This design comes from an exercise in tuning for small area and a short achievable clock period on the open sky130 flow, not from production work.
Where RTL was checked, it was by simulation tests only, not by an equivalence proof against the original.
Power is estimated from default activity; no workload was simulated.

== before ==
==> module spi_mem_slave, before the edit <==
module spi_mem_slave #(
    parameter int unsigned CPOL       = 0,
    parameter int unsigned CPHA       = 0,
    parameter int unsigned MSB_FIRST  = 0,
    parameter int unsigned ADDR_BYTES = 2,
    parameter int unsigned MEM_AW     = 8
) (
    input  logic       CLK,
    input  logic       nRESET,
    input  logic       nCS,
    input  logic       SCK,
    input  logic       MOSI,
    output logic       MISO,
    output logic       MISO_OE,
    output logic       busy,
    output logic       rx_valid,
    output logic [7:0] rx_byte,
    output logic       frame_err
);
    logic       s_addr, s_cmd, s_wr, s_rd, a2;
    logic [7:0] tgt, tgt_n;     
    logic       byte_done, byte_done_o, frame_end, active, tx_load, rx_zero;
    logic [7:0] tx_byte, rx_data;
    spi_bit_engine #(
        .CPOL      (CPOL),
        .CPHA      (CPHA),
        .MSB_FIRST (MSB_FIRST)
    ) u_engine (
        .clk       (CLK),
        .rst_n     (nRESET),
        .cs_n      (nCS),
        .sck       (SCK),
        .mosi      (MOSI),
        .tx_load   (tx_load),
        .tx_byte   (tx_byte),
        .miso      (MISO),
        .active    (active),
        .byte_done (byte_done_o),
        .byte_done_i (byte_done),
        .frame_end (frame_end),
        .frame_err (frame_err),
        .rx_byte   (rx_byte),
        .rx_data   (rx_data),
        .rx_zero   (rx_zero)
    );
    assign busy     = active;
    assign MISO_OE  = active;
    assign rx_valid = byte_done_o;
    logic       sel_ld, sel_inc, sel_hold;
    logic [7:0] tgt_inc;
    assign tgt_inc = tgt + 8'd1;
    always_comb begin
        sel_ld  = byte_done && s_addr && !a2;
        sel_inc = byte_done && ((s_cmd && rx_zero) || s_rd || s_wr);
        sel_hold = !sel_ld && !sel_inc;
        tgt_n = ({8{sel_ld}} & rx_data) | ({8{sel_inc}} & tgt_inc) | ({8{sel_hold}} & tgt);
    end
    always_ff @(posedge CLK or negedge nRESET) begin
        if (!nRESET) begin
            s_addr  <= 1'b1;
            s_cmd   <= 1'b0;
            s_wr    <= 1'b0;
            s_rd    <= 1'b0;
            a2      <= 1'b0;
            tx_load <= 1'b0;
        end else begin
            tx_load <= byte_done | frame_end;
            if (byte_done) begin
                if (s_addr) begin
                    a2 <= !a2;
                    if (a2) begin
                        s_addr <= 1'b0;
                        s_cmd  <= 1'b1;
                    end
                end
                if (s_cmd) begin
                    s_cmd <= 1'b0;
                    s_rd  <= rx_zero;
                    s_wr  <= !rx_zero;
                end
            end
            if (frame_end) begin
                s_addr <= 1'b1;
                s_cmd  <= 1'b0;
                s_wr   <= 1'b0;
                s_rd   <= 1'b0;
                a2     <= 1'b0;
            end
        end
    end
    logic [3:0]   hp;           
    logic         wv;           
    logic [7:0]   wd;
    logic [3:0]   wrow;         
    logic [3:0]   wlo, wlo_n;   
    logic         wfire;        
    logic         wissue;
    logic         rm;           
    logic [7:0]   pf;
    logic [127:0] heads;
    assign wissue = byte_done & s_wr;
    assign wlo_n  = wissue ? tgt[3:0] : wlo;
    always_ff @(posedge CLK) begin
        hp   <= hp - 4'd1;
        wlo  <= wlo_n;
        wfire <= (wissue || (wv && !wfire)) && ((wlo_n + 4'd2) == hp);
        if (wissue) begin
            wv   <= 1'b1;
            wd   <= rx_data;
            wrow <= tgt[7:4];
        end else if (wfire) begin
            wv   <= 1'b0;
        end
        tgt  <= tgt_n;
        rm   <= sel_ld    ? ((rx_data[3:0] + 4'd1) == hp)
              : sel_inc   ? ((tgt[3:0] + 4'd2) == hp)
              :             ((tgt[3:0] + 4'd1) == hp);
        if (rm)
            pf <= heads[{tgt[7:4], 3'd0} +: 8];
    end
    for (genvar r = 0; r < 16; r++) begin : g_row
        logic [127:0] q;        
        always_ff @(posedge CLK)
            q <= {q[119:0], (wfire && wrow == 4'(r)) ? wd : q[127:120]};
        assign heads[8*r +: 8] = q[7:0];
    end
    always_comb begin
        tx_byte = spi_mem_pkg::IDLE_TX;
        if (s_rd)
            tx_byte = pf;
    end
endmodule
clock: 4.0 ns
lec_check: 0
abc_clock_period_in_ps: 1800
cap_margin: 20
core_margin: 2
core_utilization: 55
cts_buf_list: sky130_fd_sc_hd__clkbuf_16
cts_cluster_diameter: 100
cts_cluster_size: 30
place_density: 0.7
setup_slack_margin: 2.1
slew_margin: 20
run.sh (not shown) runs the stock make flow with config.mk's settings and CLKGATE_MAP_FILE= SYNTH_SCRIPT=/design/flow/synth_recipe.tcl, a recipe that flattens the netlist after the stock synthesis.
Setup changes, before to after
--- a/flow/design.v
+++ b/flow/design.v
@@ -115,13 +115,13 @@
     output logic       busy,
     output logic       rx_valid,
     output logic [7:0] rx_byte,
     output logic       frame_err
 );
     logic       s_addr, s_cmd, s_wr, s_rd, a2;
-    logic [7:0] tgt, tgt_n;     
+    logic [7:0] tgt, tgt_n;
     logic       byte_done, byte_done_o, frame_end, active, tx_load, rx_zero;
     logic [7:0] tx_byte, rx_data;
     spi_bit_engine #(
         .CPOL      (CPOL),
         .CPHA      (CPHA),
         .MSB_FIRST (MSB_FIRST)
@@ -147,26 +147,28 @@
     assign MISO_OE  = active;
     assign rx_valid = byte_done_o;
     logic       sel_ld, sel_inc, sel_hold;
     logic [7:0] tgt_inc;
     assign tgt_inc = tgt + 8'd1;
     always_comb begin
-        sel_ld  = byte_done && s_addr && !a2;
-        sel_inc = byte_done && ((s_cmd && rx_zero) || s_rd || s_wr);
-        sel_hold = !sel_ld && !sel_inc;
+        sel_ld  = byte_done && s_addr && !a2 && !frame_end;
+        sel_inc = byte_done && ((s_cmd && rx_zero) || s_rd || s_wr) && !frame_end;
+        sel_hold = !sel_ld && !sel_inc && !frame_end;
         tgt_n = ({8{sel_ld}} & rx_data) | ({8{sel_inc}} & tgt_inc) | ({8{sel_hold}} & tgt);
     end
     always_ff @(posedge CLK or negedge nRESET) begin
         if (!nRESET) begin
             s_addr  <= 1'b1;
             s_cmd   <= 1'b0;
             s_wr    <= 1'b0;
             s_rd    <= 1'b0;
             a2      <= 1'b0;
+            tgt     <= '0;
             tx_load <= 1'b0;
         end else begin
+            tgt     <= tgt_n;
             tx_load <= byte_done | frame_end;
             if (byte_done) begin
                 if (s_addr) begin
                     a2 <= !a2;
                     if (a2) begin
                         s_addr <= 1'b0;
@@ -187,46 +189,47 @@
                 a2     <= 1'b0;
             end
         end
     end
     logic [3:0]   hp;           
     logic         wv;           
-    logic [7:0]   wd;
+    logic [7:0]   bf;           
     logic [3:0]   wrow;         
     logic [3:0]   wlo, wlo_n;   
     logic         wfire;        
     logic         wissue;
     logic         rm;           
-    logic [7:0]   pf;
+    logic [3:0]   rrow;         
     logic [127:0] heads;
     assign wissue = byte_done & s_wr;
     assign wlo_n  = wissue ? tgt[3:0] : wlo;
     always_ff @(posedge CLK) begin
         hp   <= hp - 4'd1;
         wlo  <= wlo_n;
         wfire <= (wissue || (wv && !wfire)) && ((wlo_n + 4'd2) == hp);
         if (wissue) begin
             wv   <= 1'b1;
-            wd   <= rx_data;
+            bf   <= rx_data;
             wrow <= tgt[7:4];
         end else if (wfire) begin
             wv   <= 1'b0;
         end
-        tgt  <= tgt_n;
-        rm   <= sel_ld    ? ((rx_data[3:0] + 4'd1) == hp)
+        rm   <= frame_end ? (hp == 4'd1)
+              : sel_ld    ? ((rx_data[3:0] + 4'd1) == hp)
               : sel_inc   ? ((tgt[3:0] + 4'd2) == hp)
               :             ((tgt[3:0] + 4'd1) == hp);
-        if (rm)
-            pf <= heads[{tgt[7:4], 3'd0} +: 8];
+        rrow <= tgt_n[7:4];
+        if (rm && !wissue && (!wv || wfire))
+            bf <= heads[{rrow, 3'd0} +: 8];
     end
     for (genvar r = 0; r < 16; r++) begin : g_row
         logic [127:0] q;        
         always_ff @(posedge CLK)
-            q <= {q[119:0], (wfire && wrow == 4'(r)) ? wd : q[127:120]};
+            q <= {q[119:0], (wfire && wrow == 4'(r)) ? bf : q[127:120]};
         assign heads[8*r +: 8] = q[7:0];
     end
     always_comb begin
         tx_byte = spi_mem_pkg::IDLE_TX;
         if (s_rd)
-            tx_byte = pf;
+            tx_byte = bf;
     end
 endmodule
### Flow results
- Xor-xnor portion of the synthesized cell area across before and after: no real change.
- More vias were needed by after than by before.
- Compared with before, after is the less power-hungry design.
- after -> before: sequential cell count flat
- Taking before as the reference point, the required time of the critical path of after falls by 130 ps.
- Utilization was lower in the run labelled before.
- Critical path depth in cells for after is higher than for before.
- The switching power as a share of total power was comparable across before and after.
- Diff after..before | register bit count reported by yosys | negligible
- The slack of the critical path of after was inferior to that of before.
- Non-clock buffer count: before and after compared, lower one is before
- before and after ended up with nearly the same part of the total power dissipated in combinational logic.
- The maximum frequency of after was inferior to that of before.
- after vs before, critical path endpoint: bf[2] vs g_row[8].q[7]
- On CTS sink count, after tracks before almost exactly.
No functional check of the RTL was part of before.

---

spi_mem_slave, a different RTL version from the one above (not shown whole).
For scale: roughly 2,600 cells after synthesis, ~2,100 flip-flops, about 18 I/O pins.
==> module spi_mem_slave, before the edit <==
module spi_mem_slave #(
    parameter int unsigned CPOL       = 0,
    parameter int unsigned CPHA       = 0,
    parameter int unsigned MSB_FIRST  = 0,
    parameter int unsigned ADDR_BYTES = 2,
    parameter int unsigned MEM_AW     = 8
) (
    input  logic       CLK,
    input  logic       nRESET,
    input  logic       nCS,
    input  logic       SCK,
    input  logic       MOSI,
    output logic       MISO,
    output logic       MISO_OE,
    output logic       busy,
    output logic       rx_valid,
    output logic [7:0] rx_byte,
    output logic       frame_err
);
    logic       s_addr, s_cmd, s_wr, s_rd, a2;
    logic [7:0] tgt, tgt_n;
    logic       byte_done, byte_done_o, frame_end, active, tx_load, rx_zero;
    logic [7:0] tx_byte, rx_data;
    spi_bit_engine #(
        .CPOL      (CPOL),
        .CPHA      (CPHA),
        .MSB_FIRST (MSB_FIRST)
    ) u_engine (
        .clk       (CLK),
        .rst_n     (nRESET),
        .cs_n      (nCS),
        .sck       (SCK),
        .mosi      (MOSI),
        .tx_load   (tx_load),
        .tx_byte   (tx_byte),
        .miso      (MISO),
        .active    (active),
        .byte_done (byte_done_o),
        .byte_done_i (byte_done),
        .frame_end (frame_end),
        .frame_err (frame_err),
        .rx_byte   (rx_byte),
        .rx_data   (rx_data),
        .rx_zero   (rx_zero)
    );
    assign busy     = active;
    assign MISO_OE  = active;
    assign rx_valid = byte_done_o;
    logic       sel_ld, sel_inc, sel_hold;
    logic [7:0] tgt_inc;
    assign tgt_inc = tgt + 8'd1;
    always_comb begin
        sel_ld  = byte_done && s_addr && !a2 && !frame_end;
        sel_inc = byte_done && ((s_cmd && rx_zero) || s_rd || s_wr) && !frame_end;
        sel_hold = !sel_ld && !sel_inc && !frame_end;
        tgt_n = ({8{sel_ld}} & rx_data) | ({8{sel_inc}} & tgt_inc) | ({8{sel_hold}} & tgt);
    end
    always_ff @(posedge CLK or negedge nRESET) begin
        if (!nRESET) begin
            s_addr  <= 1'b1;
            s_cmd   <= 1'b0;
            s_wr    <= 1'b0;
            s_rd    <= 1'b0;
            a2      <= 1'b0;
            tgt     <= '0;
            tx_load <= 1'b0;
        end else begin
            tgt     <= tgt_n;
            tx_load <= byte_done | frame_end;
            if (byte_done) begin
                if (s_addr) begin
                    a2 <= !a2;
                    if (a2) begin
                        s_addr <= 1'b0;
                        s_cmd  <= 1'b1;
                    end
                end
                if (s_cmd) begin
                    s_cmd <= 1'b0;
                    s_rd  <= rx_zero;
                    s_wr  <= !rx_zero;
                end
            end
            if (frame_end) begin
                s_addr <= 1'b1;
                s_cmd  <= 1'b0;
                s_wr   <= 1'b0;
                s_rd   <= 1'b0;
                a2     <= 1'b0;
            end
        end
    end
    logic [3:0]   hp;           
    logic         wv;           
    logic [7:0]   wd;
    logic [3:0]   wrow;         
    logic [3:0]   wlo, wlo_n;   
    logic         wfire;        
    logic         wissue;
    logic         rm;           
    logic [3:0]   rrow;         
    logic [7:0]   pf;
    logic [127:0] heads;
    assign wissue = byte_done & s_wr;
    assign wlo_n  = wissue ? tgt[3:0] : wlo;
    always_ff @(posedge CLK) begin
        hp   <= hp - 4'd1;
        wlo  <= wlo_n;
        wfire <= (wissue || (wv && !wfire)) && ((wlo_n + 4'd2) == hp);
        if (wissue) begin
            wv   <= 1'b1;
            wd   <= rx_data;
            wrow <= tgt[7:4];
        end else if (wfire) begin
            wv   <= 1'b0;
        end
        rm   <= frame_end ? (hp == 4'd1)
              : sel_ld    ? ((rx_data[3:0] + 4'd1) == hp)
              : sel_inc   ? ((tgt[3:0] + 4'd2) == hp)
              :             ((tgt[3:0] + 4'd1) == hp);
        rrow <= tgt_n[7:4];
        if (rm)
            pf <= heads[{rrow, 3'd0} +: 8];
    end
    for (genvar r = 0; r < 16; r++) begin : g_row
        logic [127:0] q;        
        always_ff @(posedge CLK)
            q <= {q[119:0], (wfire && wrow == 4'(r)) ? wd : q[127:120]};
        assign heads[8*r +: 8] = q[7:0];
    end
    always_comb begin
        tx_byte = spi_mem_pkg::IDLE_TX;
        if (s_rd)
            tx_byte = pf;
    end
endmodule
export LEC_CHECK = 0
export ABC_CLOCK_PERIOD_IN_PS = 1800
export CAP_MARGIN = 20
export CORE_MARGIN = 2
export CORE_UTILIZATION = 55
export CTS_BUF_LIST = sky130_fd_sc_hd__clkbuf_16
export CTS_CLUSTER_DIAMETER = 100
export CTS_CLUSTER_SIZE = 30
export PLACE_DENSITY = 0.7
export SETUP_SLACK_MARGIN = 2.1
export SLEW_MARGIN = 20
create_clock -name core_clock -period 4.0 [get_ports {CLK}]
The baseline finished clean.
==> next run, changes <==
--- a/flow/design.v
+++ b/flow/design.v
@@ -118,7 +118,7 @@
     output logic       frame_err
 );
     logic       s_addr, s_cmd, s_wr, s_rd, a2;
-    logic [7:0] tgt, tgt_n;
+    logic [7:0] tgt, tgt_n;     
     logic       byte_done, byte_done_o, frame_end, active, tx_load, rx_zero;
     logic [7:0] tx_byte, rx_data;
     spi_bit_engine #(
@@ -150,9 +150,9 @@
     logic [7:0] tgt_inc;
     assign tgt_inc = tgt + 8'd1;
     always_comb begin
-        sel_ld  = byte_done && s_addr && !a2 && !frame_end;
-        sel_inc = byte_done && ((s_cmd && rx_zero) || s_rd || s_wr) && !frame_end;
-        sel_hold = !sel_ld && !sel_inc && !frame_end;
+        sel_ld  = byte_done && s_addr && !a2;
+        sel_inc = byte_done && ((s_cmd && rx_zero) || s_rd || s_wr);
+        sel_hold = !sel_ld && !sel_inc;
         tgt_n = ({8{sel_ld}} & rx_data) | ({8{sel_inc}} & tgt_inc) | ({8{sel_hold}} & tgt);
     end
     always_ff @(posedge CLK or negedge nRESET) begin
@@ -162,10 +162,8 @@
             s_wr    <= 1'b0;
             s_rd    <= 1'b0;
             a2      <= 1'b0;
-            tgt     <= '0;
             tx_load <= 1'b0;
         end else begin
-            tgt     <= tgt_n;
             tx_load <= byte_done | frame_end;
             if (byte_done) begin
                 if (s_addr) begin
@@ -196,17 +194,21 @@
     logic [3:0]   wrow;         
     logic [3:0]   wlo, wlo_n;   
     logic         wfire;        
+    logic [15:0]  wsel;         
+    logic         wfire_n;
     logic         wissue;
     logic         rm;           
-    logic [3:0]   rrow;         
     logic [7:0]   pf;
     logic [127:0] heads;
     assign wissue = byte_done & s_wr;
     assign wlo_n  = wissue ? tgt[3:0] : wlo;
+    assign wfire_n = (wissue || (wv && !wfire)) && ((wlo_n + 4'd2) == hp);
     always_ff @(posedge CLK) begin
         hp   <= hp - 4'd1;
         wlo  <= wlo_n;
-        wfire <= (wissue || (wv && !wfire)) && ((wlo_n + 4'd2) == hp);
+        wfire <= wfire_n;
+        for (int r = 0; r < 16; r++)
+            wsel[r] <= wfire_n && ((wissue ? tgt[7:4] : wrow) == 4'(r));
         if (wissue) begin
             wv   <= 1'b1;
             wd   <= rx_data;
@@ -214,18 +216,17 @@
         end else if (wfire) begin
             wv   <= 1'b0;
         end
-        rm   <= frame_end ? (hp == 4'd1)
-              : sel_ld    ? ((rx_data[3:0] + 4'd1) == hp)
+        tgt  <= tgt_n;
+        rm   <= sel_ld    ? ((rx_data[3:0] + 4'd1) == hp)
               : sel_inc   ? ((tgt[3:0] + 4'd2) == hp)
               :             ((tgt[3:0] + 4'd1) == hp);
-        rrow <= tgt_n[7:4];
         if (rm)
-            pf <= heads[{rrow, 3'd0} +: 8];
+            pf <= heads[{tgt[7:4], 3'd0} +: 8];
     end
     for (genvar r = 0; r < 16; r++) begin : g_row
         logic [127:0] q;        
         always_ff @(posedge CLK)
-            q <= {q[119:0], (wfire && wrow == 4'(r)) ? wd : q[127:120]};
+            q <= {q[119:0], wsel[r] ? wd : q[127:120]};
         assign heads[8*r +: 8] = q[7:0];
     end
     always_comb begin
Global-route usage went down by 0.84 points.
Non-clock buffer count came out higher by 9.
Via count decreases by 0.62%.
Routed wire length shrinks by 4.1%.
Worst hold slack gains 18 ps.
Cell count stays flat.
Sequential power barely changes.
Synthesized cell count barely changes.
Clock-buffer cell count rises by 1.
Clock skew came out higher by 16 ps.
Power rose by 0.52%.
Setup slack is worse by 140 ps.
Register-to-register slack is worse by 220 ps.
Only the layout flow was run in the second run of this note; the RTL was not checked for function there.

[static timing again, ports no longer ideal]
No port has a modelled driver above. Below, the same layouts with a new extraction and two added sets of constraints.
Step 1 assumes that a clkbuf_16 drives the clock port and a buf_2 every other input.
Step 2 moves the port delays by t, midway between the first and last clock arrival at a register: inputs arrive t later, outputs are due t later. That takes back most of the time a late clock gives input paths.
a / b / c = ideal ports / drivers / drivers and shift; a / b = the first two.
| run | t (ns) | slack for setup (ns) | latest minus earliest clock arrival (ns) | worst register clock-pin slew, ns | worst data-port slew with drivers (ns) |
|---|---|---|---|---|---|
| before | 0.708 | 1.858 / 1.858 / 1.858 | 0.042 / 0.041 | 0.12 / 0.12 | 0.03 |
| after | 0.710 | 1.830 / 1.830 / 1.830 | 0.035 / 0.035 | 0.11 / 0.11 | 0.04 |
| the first run of note 2 | 0.718 | 1.965 / 1.903 / 2.037 | 0.033 / 0.033 | 0.11 / 0.11 | 0.03 |
| the second run of note 2 | 0.731 | 1.822 / 1.822 / 1.822 | 0.048 / 0.048 | 0.11 / 0.11 | 0.03 |
After both steps every run listed still meets setup and hold.
